Context: an optimization exercise on an open-source flow, tuned for small area. The choices shown serve that exercise and are no tape-out recipe. The RTL was checked by simulation tests, not by an equivalence proof against the original design.

File: design/flow/config.mk
export PLATFORM = sky130hd
export DESIGN_NAME = calculator_top
export DESIGN_NICKNAME = calculator_top
export VERILOG_FILES = /design/flow/design.v
export SDC_FILE = /design/flow/constraint.sdc
export NUM_CORES = 4
export LEC_CHECK = 0
export CAP_MARGIN = 20
export CORE_MARGIN = 2
export CORE_UTILIZATION = 40
export SLEW_MARGIN = 20
File: design/flow/constraint.sdc
create_clock -name core_clock -period 50.0 [get_ports {clock}]
set_input_delay 10.0000 -clock core_clock [delete_from_list [all_inputs] [get_ports {clock}]]
set_output_delay 10.0000 -clock core_clock [all_outputs]
set_load 0.01 [all_outputs]
File: design/flow/run.sh
#!/bin/bash
# synth_recipe.tcl (not shown) runs the flow's synth.tcl, then flattens the netlist and writes it again
# the make line also repeats each setting of config.mk as NAME=value (left out here)
make -C /OpenROAD-flow-scripts/flow DESIGN_CONFIG=/design/flow/config.mk WORK_HOME=/design/flow/orfs CLKGATE_MAP_FILE= SYNTH_SCRIPT=/design/flow/synth_recipe.tcl finish
File: design/flow/design.v
module bin2sevenseg #(
  parameter int W    = 27,
  parameter int NDIG = 8
) (
  input  logic [W-1:0]      value,
  input  logic              neg,
  output logic [7*NDIG-1:0] segs
);
  localparam logic [6:0] SEG_MINUS = 7'h40;
  localparam logic [6:0] SEG_BLANK = 7'h00;
  localparam int SW = 4*NDIG + W;
  function automatic logic [6:0] seg_digit(input logic [3:0] d);
    logic [6:0] s;
    case (d)
      4'd0:    s = 7'h3F;
      4'd1:    s = 7'h06;
      4'd2:    s = 7'h5B;
      4'd3:    s = 7'h4F;
      4'd4:    s = 7'h66;
      4'd5:    s = 7'h6D;
      4'd6:    s = 7'h7D;
      4'd7:    s = 7'h07;
      4'd8:    s = 7'h7F;
      4'd9:    s = 7'h6F;
      default: s = SEG_BLANK;
    endcase
    seg_digit = s;
  endfunction
  logic [SW-1:0]     sr;
  logic [4*NDIG-1:0] bcd;
  integer            msd;
  always_comb begin
    sr = {{(4*NDIG){1'b0}}, value};
    for (int i = 0; i < W; i++) begin
      for (int d = 0; d < NDIG; d++) begin
        if (sr[W + 4*d +: 4] >= 4'd5) sr[W + 4*d +: 4] = sr[W + 4*d +: 4] + 4'd3;
      end
      sr = sr << 1;
    end
    bcd = sr[W +: 4*NDIG];
  end
  always_comb begin
    msd = 0;
    for (int k = 0; k < NDIG; k++) begin
      if (bcd[4*k +: 4] != 4'd0) msd = k;
    end
    for (int k = 0; k < NDIG; k++) begin
      if (k <= msd)                 segs[7*k +: 7] = seg_digit(bcd[4*k +: 4]);
      else if (neg && k == msd + 1) segs[7*k +: 7] = SEG_MINUS;
      else                          segs[7*k +: 7] = SEG_BLANK;
    end
  end
endmodule
module calculator_top #(
  parameter int NDIG = 8,
  parameter int W    = 27
) (
  input  logic              clock,
  input  logic              reset,
  input  logic [3:0]        cmd,
  output logic [7*NDIG-1:0] displays,
  output logic [1:0]        status,
  output logic [2:0]        EA,
  output logic [2:0]        PE
);
  localparam logic [2:0] ENTER_A = 3'd0;
  localparam logic [2:0] ENTER_B = 3'd1;
  localparam logic [2:0] CALC    = 3'd2;
  localparam logic [2:0] RESULT  = 3'd3;
  localparam logic [2:0] ERROR   = 3'd4;
  localparam logic [1:0] OP_ADD = 2'd0;
  localparam logic [1:0] OP_SUB = 2'd1;
  localparam logic [1:0] OP_MUL = 2'd2;
  localparam logic [3:0] CMD_ADD  = 4'b1010;
  localparam logic [3:0] CMD_SUB  = 4'b1011;
  localparam logic [3:0] CMD_MUL  = 4'b1100;
  localparam logic [3:0] CMD_IDLE = 4'b1101;
  localparam logic [3:0] CMD_EQ   = 4'b1110;
  localparam logic [3:0] CMD_CLR  = 4'b1111;
  localparam logic [1:0] STATUS_READY = 2'b00;
  localparam logic [1:0] STATUS_BUSY  = 2'b01;
  localparam logic [1:0] STATUS_ERROR = 2'b10;
  localparam logic [6:0] SEG_E     = 7'h79;
  localparam logic [6:0] SEG_BLANK = 7'h00;
  function automatic logic [63:0] pow10(input integer n);
    logic [63:0] p;
    p = 64'd1;
    for (int i = 0; i < n; i++) p = p * 64'd10;
    pow10 = p;
  endfunction
  localparam int WP = W + 1;
  localparam int W2 = 2 * W;
  localparam int CW = $clog2(W + 1);
  localparam logic [WP-1:0] MAX_VAL   = WP'(pow10(NDIG) - 1);
  localparam logic [W2-1:0] MAX_ACC   = W2'(pow10(NDIG) - 1);
  localparam logic [W-1:0]  DIG_LIMIT = W'(pow10(NDIG - 1));
  localparam logic [CW-1:0] MUL_STEPS = CW'(W);
  logic [2:0]    state;
  logic [2:0]    next;
  logic [1:0]    op;
  logic [1:0]    key_op;
  logic [3:0]    prev_cmd;
  logic          key_ok, is_digit, is_op, is_eq, is_clr;
  logic [W-1:0]  digit_ext;
  logic [W-1:0]  a_val, b_val, result;
  logic          sign;
  logic [W2-1:0] acc, mcand;
  logic [W-1:0]  mplier;
  logic [CW-1:0] cnt;
  logic          a_ge_b, addsub_ovf, mul_done, mul_ovf;
  logic [WP-1:0] addsub;
  logic [W-1:0]  held_val, src_val;
  logic          held_neg, src_neg;
  logic [7*NDIG-1:0] num_segs;
  assign key_ok    = (cmd != prev_cmd) && (cmd != CMD_IDLE);
  assign is_digit  = key_ok && (cmd <= 4'd9);
  assign is_op     = key_ok && ((cmd == CMD_ADD) || (cmd == CMD_SUB) || (cmd == CMD_MUL));
  assign is_eq     = key_ok && (cmd == CMD_EQ);
  assign is_clr    = key_ok && (cmd == CMD_CLR);
  assign digit_ext = W'(cmd);
  always_comb begin
    case (cmd[1:0])
      2'b10:   key_op = OP_ADD;
      2'b11:   key_op = OP_SUB;
      default: key_op = OP_MUL;
    endcase
  end
  assign a_ge_b     = (a_val >= b_val);
  assign addsub     = (op == OP_ADD) ? ({1'b0, a_val} + {1'b0, b_val})
                    : (a_ge_b ? {1'b0, a_val - b_val} : {1'b0, b_val - a_val});
  assign addsub_ovf = (addsub > MAX_VAL);
  assign mul_done   = (cnt == MUL_STEPS);
  assign mul_ovf    = (acc > MAX_ACC);
  always_ff @(posedge clock or negedge reset) begin
    if (!reset) state <= ENTER_A;
    else        state <= next;
  end
  always_comb begin
    next   = state;
    status = STATUS_READY;
    case (state)
      CALC:    status = STATUS_BUSY;
      ERROR:   status = STATUS_ERROR;
      default: status = STATUS_READY;
    endcase
    if (!reset) begin
      next = ENTER_A;
    end else if (is_clr) begin
      next = ENTER_A;
    end else begin
      case (state)
        ENTER_A: if (is_op) next = ENTER_B;
        ENTER_B: if (is_eq) next = CALC;
        CALC: begin
          if (op != OP_MUL)  next = addsub_ovf ? ERROR : RESULT;
          else if (mul_done) next = mul_ovf ? ERROR : RESULT;
        end
        RESULT: begin
          if (is_digit)   next = ENTER_A;
          else if (is_op) next = ENTER_B;
        end
        ERROR:   next = ERROR;
        default: next = ENTER_A;
      endcase
    end
  end
  always_ff @(posedge clock or negedge reset) begin
    if (!reset) begin
      prev_cmd <= CMD_IDLE;
      a_val    <= '0;
      b_val    <= '0;
      result   <= '0;
      sign     <= 1'b0;
      op       <= OP_ADD;
      acc      <= '0;
      mcand    <= '0;
      mplier   <= '0;
      cnt      <= '0;
      held_val <= '0;
      held_neg <= 1'b0;
    end else begin
      prev_cmd <= cmd;
      if (state != CALC) begin
        held_val <= src_val;
        held_neg <= src_neg;
      end
      if (is_clr) begin
        a_val    <= '0;
        b_val    <= '0;
        result   <= '0;
        sign     <= 1'b0;
        op       <= OP_ADD;
        acc      <= '0;
        mcand    <= '0;
        mplier   <= '0;
        cnt      <= '0;
        held_val <= '0;
        held_neg <= 1'b0;
      end else begin
        case (state)
          ENTER_A: begin
            if (is_digit && (a_val < DIG_LIMIT)) a_val <= a_val * W'(10) + digit_ext;
            else if (is_op) begin
              op    <= key_op;
              b_val <= '0;
            end
          end
          ENTER_B: begin
            if (is_digit && (b_val < DIG_LIMIT)) b_val <= b_val * W'(10) + digit_ext;
            else if (is_op) op <= key_op;
            else if (is_eq) begin
              acc    <= '0;
              cnt    <= '0;
              mcand  <= W2'(a_val);
              mplier <= b_val;
            end
          end
          CALC: begin
            if (op != OP_MUL) begin
              result <= addsub[W-1:0];
              sign   <= (op == OP_SUB) && !a_ge_b;
            end else if (!mul_done) begin
              if (mplier[0]) acc <= acc + mcand;
              mcand  <= mcand << 1;
              mplier <= mplier >> 1;
              cnt    <= cnt + 1'b1;
            end else begin
              result <= acc[W-1:0];
              sign   <= 1'b0;
            end
          end
          RESULT: begin
            if (is_digit) begin
              a_val <= digit_ext;
              sign  <= 1'b0;
            end else if (is_op) begin
              a_val <= result;
              op    <= key_op;
              b_val <= '0;
              sign  <= 1'b0;
            end
          end
          default: ;
        endcase
      end
    end
  end
  always_comb begin
    src_val = held_val;
    src_neg = held_neg;
    case (state)
      ENTER_A: begin src_val = a_val;  src_neg = 1'b0; end
      ENTER_B: begin src_val = b_val;  src_neg = 1'b0; end
      RESULT:  begin src_val = result; src_neg = sign; end
      default: ;
    endcase
  end
  bin2sevenseg #(.W(W), .NDIG(NDIG)) u_conv (
    .value (src_val),
    .neg   (src_neg),
    .segs  (num_segs)
  );
  always_comb begin
    for (int k = 0; k < NDIG; k++) begin
      if (state == ERROR) displays[7*k +: 7] = (k == 0) ? SEG_E : SEG_BLANK;
      else                displays[7*k +: 7] = num_segs[7*k +: 7];
    end
  end
  assign EA = state;
  assign PE = next;
endmodule
==> notes.md <==
## critical path, delay by kind of cell (launching register included)
family | cells | cell delay [ns]
AO/OA/AOI/OAI | 36 | 9.05
XOR/XNOR | 9 | 2.60
adder cells (fa/ha/maj) | 24 | 5.76
buffers and inverters | 18 | 2.42
flip-flops | 1 | 1.02
multiplexers | 1 | 0.20
AND/OR/NAND/NOR | 51 | 10.87
## cell families (layout without fill, tap and decap cells)
kind of cell             Yosys count  after routing  synth area share
AO/OA/AOI/OAI                   1850           1850             0.324
XOR/XNOR                         240            240            0.0575
adder cells (fa/ha/maj)          420            420             0.135
buffers and inverters            560            514            0.0551
flip-flops                       259            259             0.165
multiplexers                     176            176            0.0486
other                              0              2                 0
AND/OR/NAND/NOR                 1803           1803             0.216
## metal layers
metal	global-route usage	part of all wire	vias up
met2	0.338	0.44	879
met1	0.308	0.50	18000
met3	0.0173	0.047	106
met5	0	0	-
met4	0.0420	0.018	0
li1	-	-	19400
## worst paths after layout
path | startpoint | to | slack (ns) | depth (start not counted)
min reg2reg | mplier[1]$_DFFE_PN0P_ | mplier[1]$_DFFE_PN0P_ | 0.48 | 2
max reg2reg | acc[0]$_DFFE_PN0P_ | acc[52]$_DFFE_PN0P_ | 39.63 | 47
max in group asynchronous | reset | b_val[14]$_DFFE_PN0P_ | 38.77 | 3
max | state[2]$_DFF_PN0_ | displays[20] | 7.44 | 139
min | mplier[1]$_DFFE_PN0P_ | mplier[1]$_DFFE_PN0P_ | 0.48 | 2
min in group asynchronous | reset | acc[2]$_DFFE_PN0P_ | 9.39 | 1
## state kept, by name, summed over array words and instances (netlist names)
name,cells
prev_cmd,4
state,3
b_val,27
result,27
op,2
mplier,27
sign,1
held_neg,1
mcand,54
a_val,27
held_val,27
acc,54
cnt,5
## layout make-up
cell class | count | area (um^2) | area share
flip-flops and latches | 259 | 6490 | 0.153
clock buffers | 49 | 1020 | 0.0240
inverters | 337 | 1270 | 0.0300
diodes | 2 | 5.00 | 0.000118
well taps | 1287 | 1610 | 0.0380
clock inverters | 13 | 139 | 0.00328
multi-input cells | 4489 | 30800 | 0.727
repair buffers | 115 | 1040 | 0.0246
## through the flow
step                worst slack [ns]   util  instance area [um^2]  hold slack, ns
detailed placement              8.36  0.421                 41200           0.467
global route                    4.38  0.433                 42400           0.504
global placement                9.29  0.421                 41200           0.461
CTS                             7.66  0.432                 42400           0.481
floorplan                      12.84      -                 39400           0.443
finish                          7.44  0.433                 42400           0.478
## synthesized netlist by cell type, types with 105 or more instances
cell	count
clkbuf_1	178
ha_1	408
nor2_1	545
o21ai_0	292
mux2i_1	105
xnor2_1	159
inv_1	307
nand2_1	540
nand3_1	141
dfrtp_1	256
nor3_1	106
o31ai_1	108
a21oi_1	453
==> flow_metrics.env <==
export IMPL_status="timing/DRC/antenna clean"
export IMPL_worst_pin_slew_ns=1.04
export IMPL_drt_pre_antenna_iters=7
export IMPL_syn_to_final_growth_pct=7.60
export IMPL_wl_mm=110
export IMPL_dpl_hpwl_mm=84.4
export IMPL_io_buffers=69
export IMPL_setup_viol=0
export IMPL_grt_usage=0.211
export IMPL_ctsRootBufferMaster="clkbuf_16"
export IMPL_finalHoldViolations=0
export IMPL_initial_core_util=0.402
export IMPL_maxSlewHeadroom=0.303
export IMPL_cts_htree_levels=2
export IMPL_clock_path_buffers=3
export IMPL_io_pins=70
export IMPL_synth_cell_types=146
export IMPL_grt_max_degree=84
export IMPL_synth_area_top_cells="dfrtp_1 (16%), ha_1 (13%), a21oi_1 (5.8%)"
export IMPL_cp_required_ns=40.00
export IMPL_die_x_um=318
export IMPL_critPathMostFrequentCell="ha_1"
export IMPL_drt_initial_drc_count=2713
export IMPL_path_class="reg -> out"
export IMPL_cts_tree="yes"
export IMPL_endpoint_kind="output pin"
export IMPL_final_cells=6551
export IMPL_grt_pass1_wl_mm=183
export IMPL_grt_pass1_vias=35300
export IMPL_wl_per_cell_um=16.9
export IMPL_slew_violations=0
export IMPL_critPathLaunchType="flip-flop"
export IMPL_final_cell_mix="nor2_1 (544), nand2_1 (540), a21oi_1 (452)"
export IMPL_cts_hold_buf=0
export IMPL_layout_min_cycle_time_ns=42.56
export IMPL_synth_edf_count=0
export IMPL_cts_setup_buffers=0
export IMPL_crit_slowest_cell="dfrtp_2"
export IMPL_rows=115
export IMPL_grt_setup_unrepaired="no"
export IMPL_ys_async_sr_fraction=1.00
export IMPL_crit_arrival_ns=32.56
export IMPL_drive_gt1_frac=0.0747
export IMPL_ant_nets=0
export IMPL_num_vias=38400
export IMPL_cts_resized=0
export IMPL_fillCellCount=10000
export IMPL_drv_cap=0
export IMPL_grt_overflow_total=0
export IMPL_synth_flop_cell="dfrtp_1"
export IMPL_coreArea_um2=98000
export IMPL_yosysTopAreaCell="dfrtp_1"
export IMPL_clk_pin_slew_ns=0.06
export IMPL_hp_class="reg -> reg"
export IMPL_synth_nets=5730
export IMPL_tns_ns=0
export IMPL_yosysTopAreaCellShare=0.163
export IMPL_place_congestion=0.904
export IMPL_antenna_found_initial=1
export IMPL_cp_max_fo=46
export IMPL_synth_area_um2=39400
export IMPL_fin_worst_skew_ns=0.0175
export IMPL_dp_cells=6487
export IMPL_clock_sinks=259
export IMPL_final_common_cell="nor2_1"
export IMPL_slowest_delay_ns=1.02
export IMPL_syn_area_per_cell_um2=7.42
export IMPL_design_die_area_um2=101000
export IMPL_nets=5658
export IMPL_fin_crit_sh=0.851
export IMPL_via_per_inst=5.87
export IMPL_synth_warnings=2
export IMPL_synthCells=5308
export IMPL_insertion_delay_ns=0.55
export IMPL_yosysSeqAreaShare=0.165
export IMPL_drc=0
export IMPL_max_freq_mhz=23.5
export IMPL_synth_seq_cells=259
export IMPL_cts_buffers=34
export IMPL_die_height_um=318

==> re-timing with driven ports <==
Ports are ideal in the flow. The routed layout listed here was re-timed in OpenROAD.
Step 1 (the two cells are an assumption about what drives the block):
set clk [get_ports {clock}]
set_driving_cell -lib_cell sky130_fd_sc_hd__clkbuf_16 $clk
set_driving_cell -lib_cell sky130_fd_sc_hd__buf_2 [delete_from_list [all_inputs] $clk]
Step 2 adds t to the input delays and takes it off the output delays; t is the mean of the earliest and latest rising clock arrival at the registers after step 1. Input paths then give back, and output paths get back, about the clock's delay inside the block.
a / b / c = ideal / step 1 / step 2; a / b = the first two.
t (ns): 0.597
slack for setup (ns): 7.439 / 7.386 / 7.983
hold WS [ns]: 0.478 / 0.478 / 0.478
cell pins on the clock port's net: 1
After both steps this run still meets setup and hold. For this run, drivers alone change the setup slack by -0.053 ns; drivers and shift together by +0.544 ns.
